This is an optimization exercise on Yosys and OpenROAD, whose aim is a short achievable clock period and few clock cycles per item, not a production implementation.
Function was checked by simulation only, so behaviour that the tests miss may differ from the original.
No activity file was given, so power comes from the tool's default toggle rates.

==> flow/design.v (outline; a module is shown in full before it is edited, if it fits) <==
// module pidca_front: 66 lines
// module pidca_mult: 1931 lines
// module pidca_integ: 245 lines
// module pidca_out: 104 lines
// module pid_conditional_antiwindup_core: 174 lines
module pid_conditional_antiwindup_core (
    input  logic                            clk,
    input  logic                            rst_n,
    input  logic                            in_valid,
    output logic                            in_ready,
    input  logic                            in_cmd,
    input  logic [pidca_pkg::DATA_W-1:0]    in_err_sample,
    output logic                            out_valid,
    input  logic                            out_ready,
    output logic [pidca_pkg::DATA_W-1:0]    out_drive,
    input  logic                            cfg_we,
    input  logic [pidca_pkg::REG_IDX_W-1:0] cfg_idx,
    input  logic [pidca_pkg::DATA_W-1:0]    cfg_wdata
);
  // ...
==> flow/flow/run.sh <==
#!/bin/bash
set -euo pipefail
cd "$(dirname "$0")/.."
SETUP_MARGIN=7.6
bash standard.sh SETUP_SLACK_MARGIN=$SETUP_MARGIN finish > flow_standard.log 2>&1
==> flow/standard.sh <==
#!/bin/bash
# synth_recipe.tcl (not shown) runs the flow's synth.tcl, then flattens the netlist and writes it again
# the make line also repeats each setting of config.mk as NAME=value (left out here)
make -C /OpenROAD-flow-scripts/flow DESIGN_CONFIG=/design/flow/config.mk WORK_HOME=/design/flow/orfs CLKGATE_MAP_FILE= SYNTH_SCRIPT=/design/flow/synth_recipe.tcl "${@:-finish}"
==> flow/config.mk <==
export PLATFORM = sky130hd
export DESIGN_NAME = pid_conditional_antiwindup_core
export DESIGN_NICKNAME = pid_conditional_antiwindup_core
export VERILOG_FILES = /design/flow/design.v
export SDC_FILE = /design/flow/constraint.sdc
export NUM_CORES = 4
export LEC_CHECK = 0
export CAP_MARGIN = 20
export CORE_MARGIN = 2
export CORE_UTILIZATION = 64
export CTS_CLUSTER_DIAMETER = 80
export CTS_CLUSTER_SIZE = 25
export SLEW_MARGIN = 20
==> flow/constraint.sdc <==
create_clock -name core_clock -period 11.0 [get_ports {clk}]
set_input_delay 2.2000 -clock core_clock [delete_from_list [all_inputs] [get_ports {clk}]]
set_output_delay 2.2000 -clock core_clock [all_outputs]
set_load 0.01 [all_outputs]
==> results.sh, run 1 <==
export IMPL_seqPwrFrac_pct=41.5
export IMPL_r2r_worst_path_cells=10
export IMPL_place_gp_congestion=0.9962
export IMPL_synthAdderAreaFrac_pct=21.52
export IMPL_start_util_pct=64.32
export IMPL_grt_max_degree=190
export IMPL_drt_pass1_iter_count=17
export IMPL_largest_class="multi-input combinational cells"
export IMPL_multi_input_area_um2=93380
export IMPL_min_period_ns=3.655
export IMPL_design_seq_count=2594
export IMPL_slew_headroom_pct=10.79
export IMPL_critPathMaxStageDelay_ns=0.57
export IMPL_ctsHoldBuffers=0
export IMPL_fmax_mhz=273.6
export IMPL_ir_worst_vdd_v=0.0002472
export IMPL_num_io_pins=107
export IMPL_cp_startpoint="u_front.dn_err[26]"
export IMPL_seq_share_pct=38.45
export IMPL_antenna_found_initial=52
export IMPL_tap_cells=3552
export IMPL_top_layer="met5"
export IMPL_yosysSeqAreaShare_pct=42.78
export IMPL_synth_cell_types=84
export IMPL_cp_slowest_cell="fa_1"
export IMPL_p_int_uw=23820
export IMPL_skew_ns=0.04868
export IMPL_ys_warn_count=5
export IMPL_status="no timing/DRC/antenna violations"
export IMPL_cts_made_buffers=152
export IMPL_placed_cells=17640
export IMPL_arrival_ns=4.32
export IMPL_synth_fp_nets=17037
export IMPL_leakage_uw=0.07968
export IMPL_reg_top3="u_mult_d.ra: 236 flops, u_mult_g.ra: 236 flops, u_mult_p.ra: 236 flops"
export IMPL_postRouteAntennaNets=0
Testbench counts, summed over its fixed seeds: cycles 24,208, items 24,000.
==> module pidca_front, before the edit <==
module pidca_front (
    input  logic                clk,
    input  logic                rst_n,
    input  logic                srst_n,
    input  logic                adv,
    input  logic                in_rdy,
    input  logic                in_valid,
    input  logic                in_cmd,
    input  pidca_pkg::word_t    in_err_sample,
    output logic                dn_valid,
    output logic                dn_clr,
    output pidca_pkg::word_t    dn_err,
    output pidca_pkg::word_t    dn_diff
);
    logic              s0_valid;
    logic              s1_valid;
    logic              s1_clr;
    pidca_pkg::word_t  s1_err;
    logic [32:0]       s1_diff;
    logic              s0_cmd;
    pidca_pkg::word_t  s0_err;
    pidca_pkg::word_t  prev_err_reg;
    always_ff @(posedge clk or negedge rst_n)
    begin
        if (!rst_n)
        begin
            s0_valid <= 1'b0;
        end
        else if (adv)
        begin
            s0_valid <= in_valid && in_rdy;
        end
    end
    always_ff @(posedge clk)
    begin
        if (!srst_n)
        begin
            s1_valid     <= 1'b0;
            dn_valid     <= 1'b0;
            prev_err_reg <= pidca_pkg::WORD_ZERO;
        end
        else if (adv)
        begin
            s1_valid <= s0_valid;
            dn_valid <= s1_valid;
            if (s0_valid)
            begin
                prev_err_reg <= s0_cmd ? pidca_pkg::WORD_ZERO : s0_err;
            end
        end
    end
    always_ff @(posedge clk)
    begin
        if (adv)
        begin
            s0_cmd  <= in_cmd;
            s0_err  <= in_err_sample;
            s1_clr  <= s0_cmd;
            s1_err  <= s0_err;
            s1_diff <= {s0_err[31], s0_err} - {prev_err_reg[31], prev_err_reg};
            dn_clr  <= s1_clr;
            dn_err  <= s1_err;
            dn_diff <= pidca_pkg::sat33(s1_diff);
        end
    end
endmodule
==> module pid_conditional_antiwindup_core, before the edit <==
module pid_conditional_antiwindup_core (
    input  logic                            clk,
    input  logic                            rst_n,
    input  logic                            in_valid,
    output logic                            in_ready,
    input  logic                            in_cmd,
    input  logic [pidca_pkg::DATA_W-1:0]    in_err_sample,
    output logic                            out_valid,
    input  logic                            out_ready,
    output logic [pidca_pkg::DATA_W-1:0]    out_drive,
    input  logic                            cfg_we,
    input  logic [pidca_pkg::REG_IDX_W-1:0] cfg_idx,
    input  logic [pidca_pkg::DATA_W-1:0]    cfg_wdata
);
    logic srst_n;
    always_ff @(posedge clk or negedge rst_n)
    begin
        if (!rst_n)
        begin
            srst_n <= 1'b0;
        end
        else
        begin
            srst_n <= 1'b1;
        end
    end
    logic                            cw_we;
    logic [pidca_pkg::REG_IDX_W-1:0] cw_idx;
    pidca_pkg::word_t                cw_data;
    always_ff @(posedge clk)
    begin
        cw_we   <= cfg_we;
        cw_idx  <= cfg_idx;
        cw_data <= cfg_wdata;
    end
    logic [47:0]       bp_reg, bi_reg, bd_reg;
    pidca_pkg::word_t  out_min_reg, out_max_reg;
    logic              lo_is_min_reg, hi_is_max_reg;
    pidca_pkg::word_t  lim_pos_reg, lim_neg_reg;
    always_ff @(posedge clk)
    begin
        if (!srst_n)
        begin
            bp_reg        <= '0;
            bi_reg        <= '0;
            bd_reg        <= '0;
            out_min_reg   <= '0;
            out_max_reg   <= '0;
            lim_pos_reg   <= '0;
        end
        else if (cw_we)
        begin
            case (cw_idx)
                pidca_pkg::REG_PROP_GAIN:   bp_reg <= pidca_pkg::booth(cw_data);
                pidca_pkg::REG_INTEG_GAIN:  bi_reg <= pidca_pkg::booth(cw_data);
                pidca_pkg::REG_DERIV_GAIN:  bd_reg <= pidca_pkg::booth(cw_data);
                pidca_pkg::REG_OUT_MIN:     out_min_reg <= cw_data;
                pidca_pkg::REG_OUT_MAX:     out_max_reg <= cw_data;
                pidca_pkg::REG_INTEG_LIMIT: lim_pos_reg <= {1'b0, cw_data[pidca_pkg::ILIM_W-1:0]};
                default: ;
            endcase
        end
    end
    always_ff @(posedge clk)
    begin
        lim_neg_reg   <= -lim_pos_reg;
        lo_is_min_reg <= (out_min_reg == pidca_pkg::WORD_MIN);
        hi_is_max_reg <= (out_max_reg == pidca_pkg::WORD_MAX);
    end
    logic              adv;
    logic              in_rdy;
    logic              f_valid, f_clr;
    pidca_pkg::word_t  f_err;
    pidca_pkg::word_t  f_diff;
    assign in_ready = in_rdy;
    pidca_front u_front (
        .clk           (clk),
        .rst_n         (rst_n),
        .srst_n        (srst_n),
        .adv           (adv),
        .in_rdy        (in_rdy),
        .in_valid      (in_valid),
        .in_cmd        (in_cmd),
        .in_err_sample (in_err_sample),
        .dn_valid      (f_valid),
        .dn_clr        (f_clr),
        .dn_err        (f_err),
        .dn_diff       (f_diff)
    );
    pidca_pkg::word_t  p_res, d_res, g_res;
    pidca_mult u_mult_p (
        .clk (clk), .en (adv),
        .one (bp_reg[15:0]), .two (bp_reg[31:16]), .neg (bp_reg[47:32]),
        .x (f_err), .res (p_res)
    );
    pidca_mult u_mult_d (
        .clk (clk), .en (adv),
        .one (bd_reg[15:0]), .two (bd_reg[31:16]), .neg (bd_reg[47:32]),
        .x (f_diff), .res (d_res)
    );
    pidca_mult u_mult_g (
        .clk (clk), .en (adv),
        .one (bi_reg[15:0]), .two (bi_reg[31:16]), .neg (bi_reg[47:32]),
        .x (f_err), .res (g_res)
    );
    logic [3:0] m_valid, m_clr;
    always_ff @(posedge clk)
    begin
        if (!srst_n)
        begin
            m_valid <= '0;
        end
        else if (adv)
        begin
            m_valid <= {m_valid[2:0], f_valid};
        end
    end
    always_ff @(posedge clk)
    begin
        if (adv)
        begin
            m_clr <= {m_clr[2:0], f_clr};
        end
    end
    logic              y_valid, y_clr, y_below, y_above, y_ovp, y_ovn;
    logic [32:0]       y_w;
    pidca_pkg::word_t  y_wmax, y_wmin;
    pidca_integ u_integ (
        .clk       (clk),
        .srst_n    (srst_n),
        .adv       (adv),
        .out_min   (out_min_reg),
        .out_max   (out_max_reg),
        .lo_is_min (lo_is_min_reg),
        .hi_is_max (hi_is_max_reg),
        .lim_pos   (lim_pos_reg),
        .lim_neg   (lim_neg_reg),
        .up_valid  (m_valid[3]),
        .up_clr    (m_clr[3]),
        .up_p      (p_res),
        .up_d      (d_res),
        .up_g      (g_res),
        .dn_valid  (y_valid),
        .dn_clr    (y_clr),
        .dn_w      (y_w),
        .dn_ovp    (y_ovp),
        .dn_ovn    (y_ovn),
        .dn_wmax   (y_wmax),
        .dn_wmin   (y_wmin),
        .dn_below  (y_below),
        .dn_above  (y_above)
    );
    pidca_out u_out (
        .clk       (clk),
        .rst_n     (rst_n),
        .srst_n    (srst_n),
        .out_min   (out_min_reg),
        .out_max   (out_max_reg),
        .up_valid  (y_valid),
        .up_clr    (y_clr),
        .up_w      (y_w),
        .up_ovp    (y_ovp),
        .up_ovn    (y_ovn),
        .up_wmax   (y_wmax),
        .up_wmin   (y_wmin),
        .up_below  (y_below),
        .up_above  (y_above),
        .adv       (adv),
        .in_rdy    (in_rdy),
        .out_valid (out_valid),
        .out_ready (out_ready),
        .out_drive (out_drive)
    );
endmodule
==> run 2, diff against run 1 <==
--- a/flow/design.v
+++ b/flow/design.v
@@ -65,16 +65,17 @@
     input  logic                adv,
     input  logic                in_rdy,
     input  logic                in_valid,
     input  logic                in_cmd,
     input  pidca_pkg::word_t    in_err_sample,
     output logic                dn_valid,
     output logic                dn_clr,
     output pidca_pkg::word_t    dn_err,
+    output pidca_pkg::word_t    dn_err_n,
     output pidca_pkg::word_t    dn_diff
 );
     logic              s0_valid;
     logic              s1_valid;
     logic              s1_clr;
     pidca_pkg::word_t  s1_err;
     logic [32:0]       s1_diff;
     logic              s0_cmd;
@@ -115,16 +116,17 @@
         begin
             s0_cmd  <= in_cmd;
             s0_err  <= in_err_sample;
             s1_clr  <= s0_cmd;
             s1_err  <= s0_err;
             s1_diff <= {s0_err[31], s0_err} - {prev_err_reg[31], prev_err_reg};
             dn_clr  <= s1_clr;
             dn_err  <= s1_err;
+            dn_err_n <= ~s1_err;
             dn_diff <= pidca_pkg::sat33(s1_diff);
         end
     end
 endmodule
 `timescale 1ns / 1ps
 module pidca_mult (
     input  logic        clk,
     input  logic        en,
@@ -2031,29 +2033,29 @@
     assign rowa[60] = bs985;
     assign rowb[60] = bc984;
     assign rowa[61] = bs987;
     assign rowb[61] = bc986;
     assign rowa[62] = bs989;
     assign rowb[62] = bc988;
     assign rowa[63] = ra[235];
     assign rowb[63] = bc990;
-    logic [24:0] lo_sum;
-    assign lo_sum = {1'b0, rowa[23:0]} + {1'b0, rowb[23:0]};
-    logic [39:0] rb_a, rb_b;
+    logic [20:0] lo_sum;
+    assign lo_sum = {1'b0, rowa[19:0]} + {1'b0, rowb[19:0]};
+    logic [43:0] rb_a, rb_b;
     logic        rb_c;
     always_ff @(posedge clk) if (en) begin
-        rb_a <= rowa[63:24];
-        rb_b <= rowb[63:24];
-        rb_c <= lo_sum[24];
+        rb_a <= rowa[63:20];
+        rb_b <= rowb[63:20];
+        rb_c <= lo_sum[20];
     end
-    logic [40:0] hi_sum;
+    logic [44:0] hi_sum;
     assign hi_sum = {rb_a, 1'b1} + {rb_b, rb_c};
     logic [39:0] rc;
-    always_ff @(posedge clk) if (en) rc <= hi_sum[40:1];
+    always_ff @(posedge clk) if (en) rc <= hi_sum[44:5];
     logic ovp, ovn;
     assign ovp = ~rc[39] & (|rc[38:31]);
     assign ovn = rc[39] & ~(&rc[38:31]);
     always_ff @(posedge clk) if (en) begin
         res <= ovp ? 32'h7fffffff : (ovn ? 32'h80000000 : rc[31:0]);
     end
 endmodule
 `timescale 1ns / 1ps
@@ -2476,47 +2478,49 @@
         lim_neg_reg   <= -lim_pos_reg;
         lo_is_min_reg <= (out_min_reg == pidca_pkg::WORD_MIN);
         hi_is_max_reg <= (out_max_reg == pidca_pkg::WORD_MAX);
     end
     logic              adv;
     logic              in_rdy;
     logic              f_valid, f_clr;
     pidca_pkg::word_t  f_err;
+    pidca_pkg::word_t  f_err_n;
     pidca_pkg::word_t  f_diff;
     assign in_ready = in_rdy;
     pidca_front u_front (
         .clk           (clk),
         .rst_n         (rst_n),
         .srst_n        (srst_n),
         .adv           (adv),
         .in_rdy        (in_rdy),
         .in_valid      (in_valid),
         .in_cmd        (in_cmd),
         .in_err_sample (in_err_sample),
         .dn_valid      (f_valid),
         .dn_clr        (f_clr),
         .dn_err        (f_err),
+        .dn_err_n      (f_err_n),
         .dn_diff       (f_diff)
     );
     pidca_pkg::word_t  p_res, d_res, g_res;
     pidca_mult u_mult_p (
         .clk (clk), .en (adv),
         .one (bp_reg[15:0]), .two (bp_reg[31:16]), .neg (bp_reg[47:32]),
         .x (f_err), .res (p_res)
     );
     pidca_mult u_mult_d (
         .clk (clk), .en (adv),
         .one (bd_reg[15:0]), .two (bd_reg[31:16]), .neg (bd_reg[47:32]),
         .x (f_diff), .res (d_res)
     );
     pidca_mult u_mult_g (
         .clk (clk), .en (adv),
         .one (bi_reg[15:0]), .two (bi_reg[31:16]), .neg (bi_reg[47:32]),
-        .x (f_err), .res (g_res)
+        .x (~f_err_n), .res (g_res)
     );
     logic [3:0] m_valid, m_clr;
     always_ff @(posedge clk)
     begin
         if (!srst_n)
         begin
             m_valid <= '0;
         end
==> flow/config.mk (replaced) <==
export PLATFORM = sky130hd
export DESIGN_NAME = pid_conditional_antiwindup_core
export DESIGN_NICKNAME = pid_conditional_antiwindup_core
export VERILOG_FILES = /design/flow/design.v
export SDC_FILE = /design/flow/constraint.sdc
export NUM_CORES = 4
export LEC_CHECK = 0
export CAP_MARGIN = 20
export CORE_MARGIN = 2
export CORE_UTILIZATION = 67
export CTS_CLUSTER_DIAMETER = 80
export CTS_CLUSTER_SIZE = 25
export SLEW_MARGIN = 20
==> run 2 against run 1 <==
Net effect:
- first-iteration DRC count up 5.2%
- clock-buffer cell count down 16
- critical endpoint is now in_ready
- hold slack worse by 0.0064 ns
- setup slack worse by 0.012 ns
- critical path depth down 9
- largest cell class unchanged
- register-to-register slack better by 0.02 ns
==> results.sh, run 2 <==
export IMPL_status="no timing/DRC/antenna violations"
export IMPL_cts_made_buffers=150
export IMPL_hp_class="flip-flop to flip-flop"
export IMPL_coreArea_um2=254600
export IMPL_layout_nets=16884
export IMPL_clkSinkCount=2650
export IMPL_grt_first_pass_wirelength_um=797400
export IMPL_die_area_um2=260400
export IMPL_ir_worst_vdd_v=0.0002243
export IMPL_detailed_place_hpwl_um=354300
export IMPL_critPathKind="flip-flop to output pin"
export IMPL_grt_max_degree=202
export IMPL_slew_headroom_pct=12.18
export IMPL_cts_max_level=4
export IMPL_cp_slowest_cell="dfrtp_1"
export IMPL_synth_top_area_cell="edfxtp_1"
export IMPL_worstSetupPathDepth=1
export IMPL_place_gp_congestion=1.005
export IMPL_grt_overflow=0
export IMPL_crit_family="flip-flops"
export IMPL_fin_tns_setup_ns=0
export IMPL_wl_um=572000
export IMPL_vias=127148
export IMPL_power_density_nw_per_um2=204.2
export IMPL_min_period_ns=3.668
export IMPL_final_max_slew_viol_count=0
export IMPL_rsz0062_at_grt="yes"
export IMPL_tightest_slew_ns=1.317
export IMPL_clk_pin_slew_worst_paths_ns=0.10
export IMPL_async_flop_share_pct=0.1509
export IMPL_critPathMaxStageDelay_ns=0.44
export IMPL_reg_top3="u_mult_d.ra: 236 flops, u_mult_g.ra: 236 flops, u_mult_p.ra: 236 flops"
export IMPL_num_io_pins=107
export IMPL_synth_commonest_cells="edfxtp_1 (2225), fa_1 (1300), inv_1 (1281)"
export IMPL_drt_pass1_iter_count=12
export IMPL_syn_instance_count=14715
export IMPL_synth_area_leaders="edfxtp_1 (39%), fa_1 (15%), ha_1 (6.4%)"
export IMPL_area_delta_synth_final_pct=11.14
export IMPL_arrival_ns=1.47
export IMPL_synth_top_area_share_pct=38.90
export IMPL_fill_cells=16425
export IMPL_max_cap_violations=0
export IMPL_r2r_start="u_integ.t1_khi[0]"
export IMPL_cts_tree="done"
export IMPL_routedWlPerCell_um=31.53
export IMPL_drc_errors=0
export IMPL_cp_max_fo=2
export IMPL_power_uw=38970
export IMPL_skew_ns=0.05549
export IMPL_die_h_um=510.3
export IMPL_postRouteAntennaNets=0
export IMPL_synth_edf_count=2225
export IMPL_rows=185
export IMPL_final_cell_mix="edfxtp_1 (2225), fa_1 (1269), inv_1 (1241)"
export IMPL_avgViaCountPerCell=7.008
export IMPL_clk_path_buf_depth=3
export IMPL_ys_flop_type="edfxtp_1"
export IMPL_cp_startpoint="u_out.in_rdy"
export IMPL_hold_viol=0
export IMPL_clock_latency_ns=0.93
export IMPL_first_global_vias=125143
export IMPL_endpoint_kind="output pin"
export IMPL_leakage_uw=0.07961
export IMPL_dieWidth_um=510.3
export IMPL_yosysSeqAreaShare_pct=43.87
export IMPL_start_util_pct=67.46
export IMPL_syn_area_um2=171800
export IMPL_r2r_end="u_integ.t_thi_lt_min"
export IMPL_regArea_um2=75650
export IMPL_synth_most_common_cell="edfxtp_1"
export IMPL_holdWs_ns=0.3999
export IMPL_r2r_worst_path_cells=14
export IMPL_path_cells="buf_6"
export IMPL_final_common_cell="edfxtp_1"
export IMPL_ys_warn_count=5
export IMPL_grt_use_total_pct=41.64
export IMPL_ff2ff_setup_slack_ns=7.36
export IMPL_port_buffers=106
export IMPL_synth_avg_cell_area_um2=11.67
export IMPL_ys_ff_latch=2650
export IMPL_synth_fp_nets=16965
export IMPL_synth_cell_types=89
export IMPL_start_kind="flip-flop"
export IMPL_multi_input_area_um2=90960
export IMPL_ctsHoldBuffers=0
export IMPL_cp_num_buf_inv=1
export IMPL_finalCritPeriodShare_pct=33.34
export IMPL_drtIter0Drc=20068
export IMPL_worst_endpoint_required_ns=8.80
export IMPL_antenna_found_initial=48
export IMPL_final_layout_size_suffix_gt1_share_pct=11.76
export IMPL_worstSetupEndpoint="in_ready"
export IMPL_cts_root_buf="clkbuf_16"
export IMPL_fmax_mhz=272.7
export IMPL_finalSetupViolCount=0
[run 2: cell types whose count changed in the layout (fill, tap and decap cells not counted), sizes merged, moves of 47 or more]
cell,previous run,this run
nor2,390,487
edfxtp,2169,2225
buf,764,655
o22ai,41,535
a211oi,36,83
a21boi,222,27
a21oi,514,714
o21ai,397,339
a22oi,1491,993
[run 2: per-layer routing]
layer | wire length [um] | global-route usage (%)
met1 | 203400 | 55.41
met2 | 240500 | 60.65
met3 | 83770 | 13.36
met4 | 44090 | 23.32
met5 | 310 | 0.5848
[run 2: worst min-delay path by stage]
stage                           start          endpoint  slack (ns)  depth (start not counted)
finish                u_integ.t_p[18]   u_integ.a_p[18]        0.40                          0
global route          u_integ.t_p[18]   u_integ.a_p[18]        0.41                          0
CTS                   u_integ.t_p[18]   u_integ.a_p[18]        0.41                          0
detailed placement    u_integ.t_d[31]   u_integ.a_d[31]        0.40                          0
global placement    u_integ.t1_tgl[6]  u_integ.t_tgl[6]        0.40                          0
floorplan              lim_pos_reg[0]    lim_neg_reg[0]        0.40                          0
[run 2: logic make-up after synthesis]
group	count (synthesis)	synth area share (%)
AOI/OAI and AO/OA	3440	13.26
DFF	2650	43.87
buffers and inverters	2325	5.083
adders and majority gates	2177	21.54
and+or+nand+nor	2048	5.601
xor gates and xnor gates	1989	10.14
muxes	85	0.5063
other	1	0.002183
[run 2: repair_timing]
| item | CTS | global route |
|---|---|---|
| pin swaps | 129 | 280 |
| setup buffers | 129 | 176 |
| endpoints found under the setup margin | 845 | 533 |
| cloned | 18 | 57 |
| gates resized for setup | 805 | 726 |
[run 2: cell type report]
type	count	share of cell area [%]
Timing Repair Buffer	808	5.256
Inverter	1283	2.545
Tap cell	3366	2.206
Antenna cell	24	0.03146
Multi-Input combinational cell	9741	47.65
Sequential cell	2650	39.63
Clock buffer	193	2.097
Clock inverter	78	0.5775
[run 2: worst register-to-register path, stage by stage, from the launching register on]
cell and delay (ns):
edfxtp_1 0.41, inv_1 0.08, ha_2 0.19, fa_2 0.21
nand2b_4 0.13, a21oi_2 0.06, o41a_1 0.35, a221o_1 0.42
a21oi_4 0.21, o31a_1 0.21, nor2_2 0.06, or3_4 0.37
a221o_1 0.35, o311ai_1 0.24, a21oi_1 0.10
[run 2: power breakdown]
part	total (uW)	switching, uW	leakage [uW]	internal [uW]
logic	15800	9670	0.0488	6100
clock network	6580	3670	0.00247	2910
registers	16600	1870	0.0284	14700
total	39000	15200	0.0796	23800
[run 2: stage by stage]
| step | std cells | area (um^2) | setup slack, ns | util [%] |
|---|---|---|---|---|
| finish | 18143 | 190900 | 7.332 | 74.97 |
| global route | 18124 | 190800 | 7.281 | 74.95 |
| CTS | 17885 | 185000 | 7.315 | 72.65 |
| detailed placement | 17467 | 175800 | 6.481 | 69.06 |
| global placement | 17467 | 175800 | 6.482 | 69.05 |
| floorplan | 14715 | 171800 | -5.408 | - |
Testbench counts of run 2, summed over its fixed seeds: cycles 24,208, items 24,000.

-- afterwards: timing with drivers on the ports --
The flow's constraints put no driver on any port. The routed layouts listed below were extracted and timed again, unchanged, in two steps.
Step 1 (the two cells are an assumption about what drives the block):
set clk [get_ports {clk}]
set_driving_cell -lib_cell sky130_fd_sc_hd__clkbuf_16 $clk
set_driving_cell -lib_cell sky130_fd_sc_hd__buf_2 [delete_from_list [all_inputs] $clk]
Step 2 times the ports against the registers' clock, not the clock port: input delays grow and output delays shrink by t, the midpoint of the rising clock arrivals with the driver on.
a / b / c = ideal ports / drivers / drivers and shift; a / b = the first two.
run	shift t [ns]	setup slack, ns	worst setup path at the end	cell pins on the clock port's net
run 1	1.015	7.345 / 7.280 / 6.945	input to register	1
run 2	0.989	7.332 / 7.245 / 6.899	input to register	1
After both steps setup and hold are still met in every run listed. For run 2, which loses most, drivers alone change the setup slack by -0.087 ns; drivers and shift together by -0.433 ns.
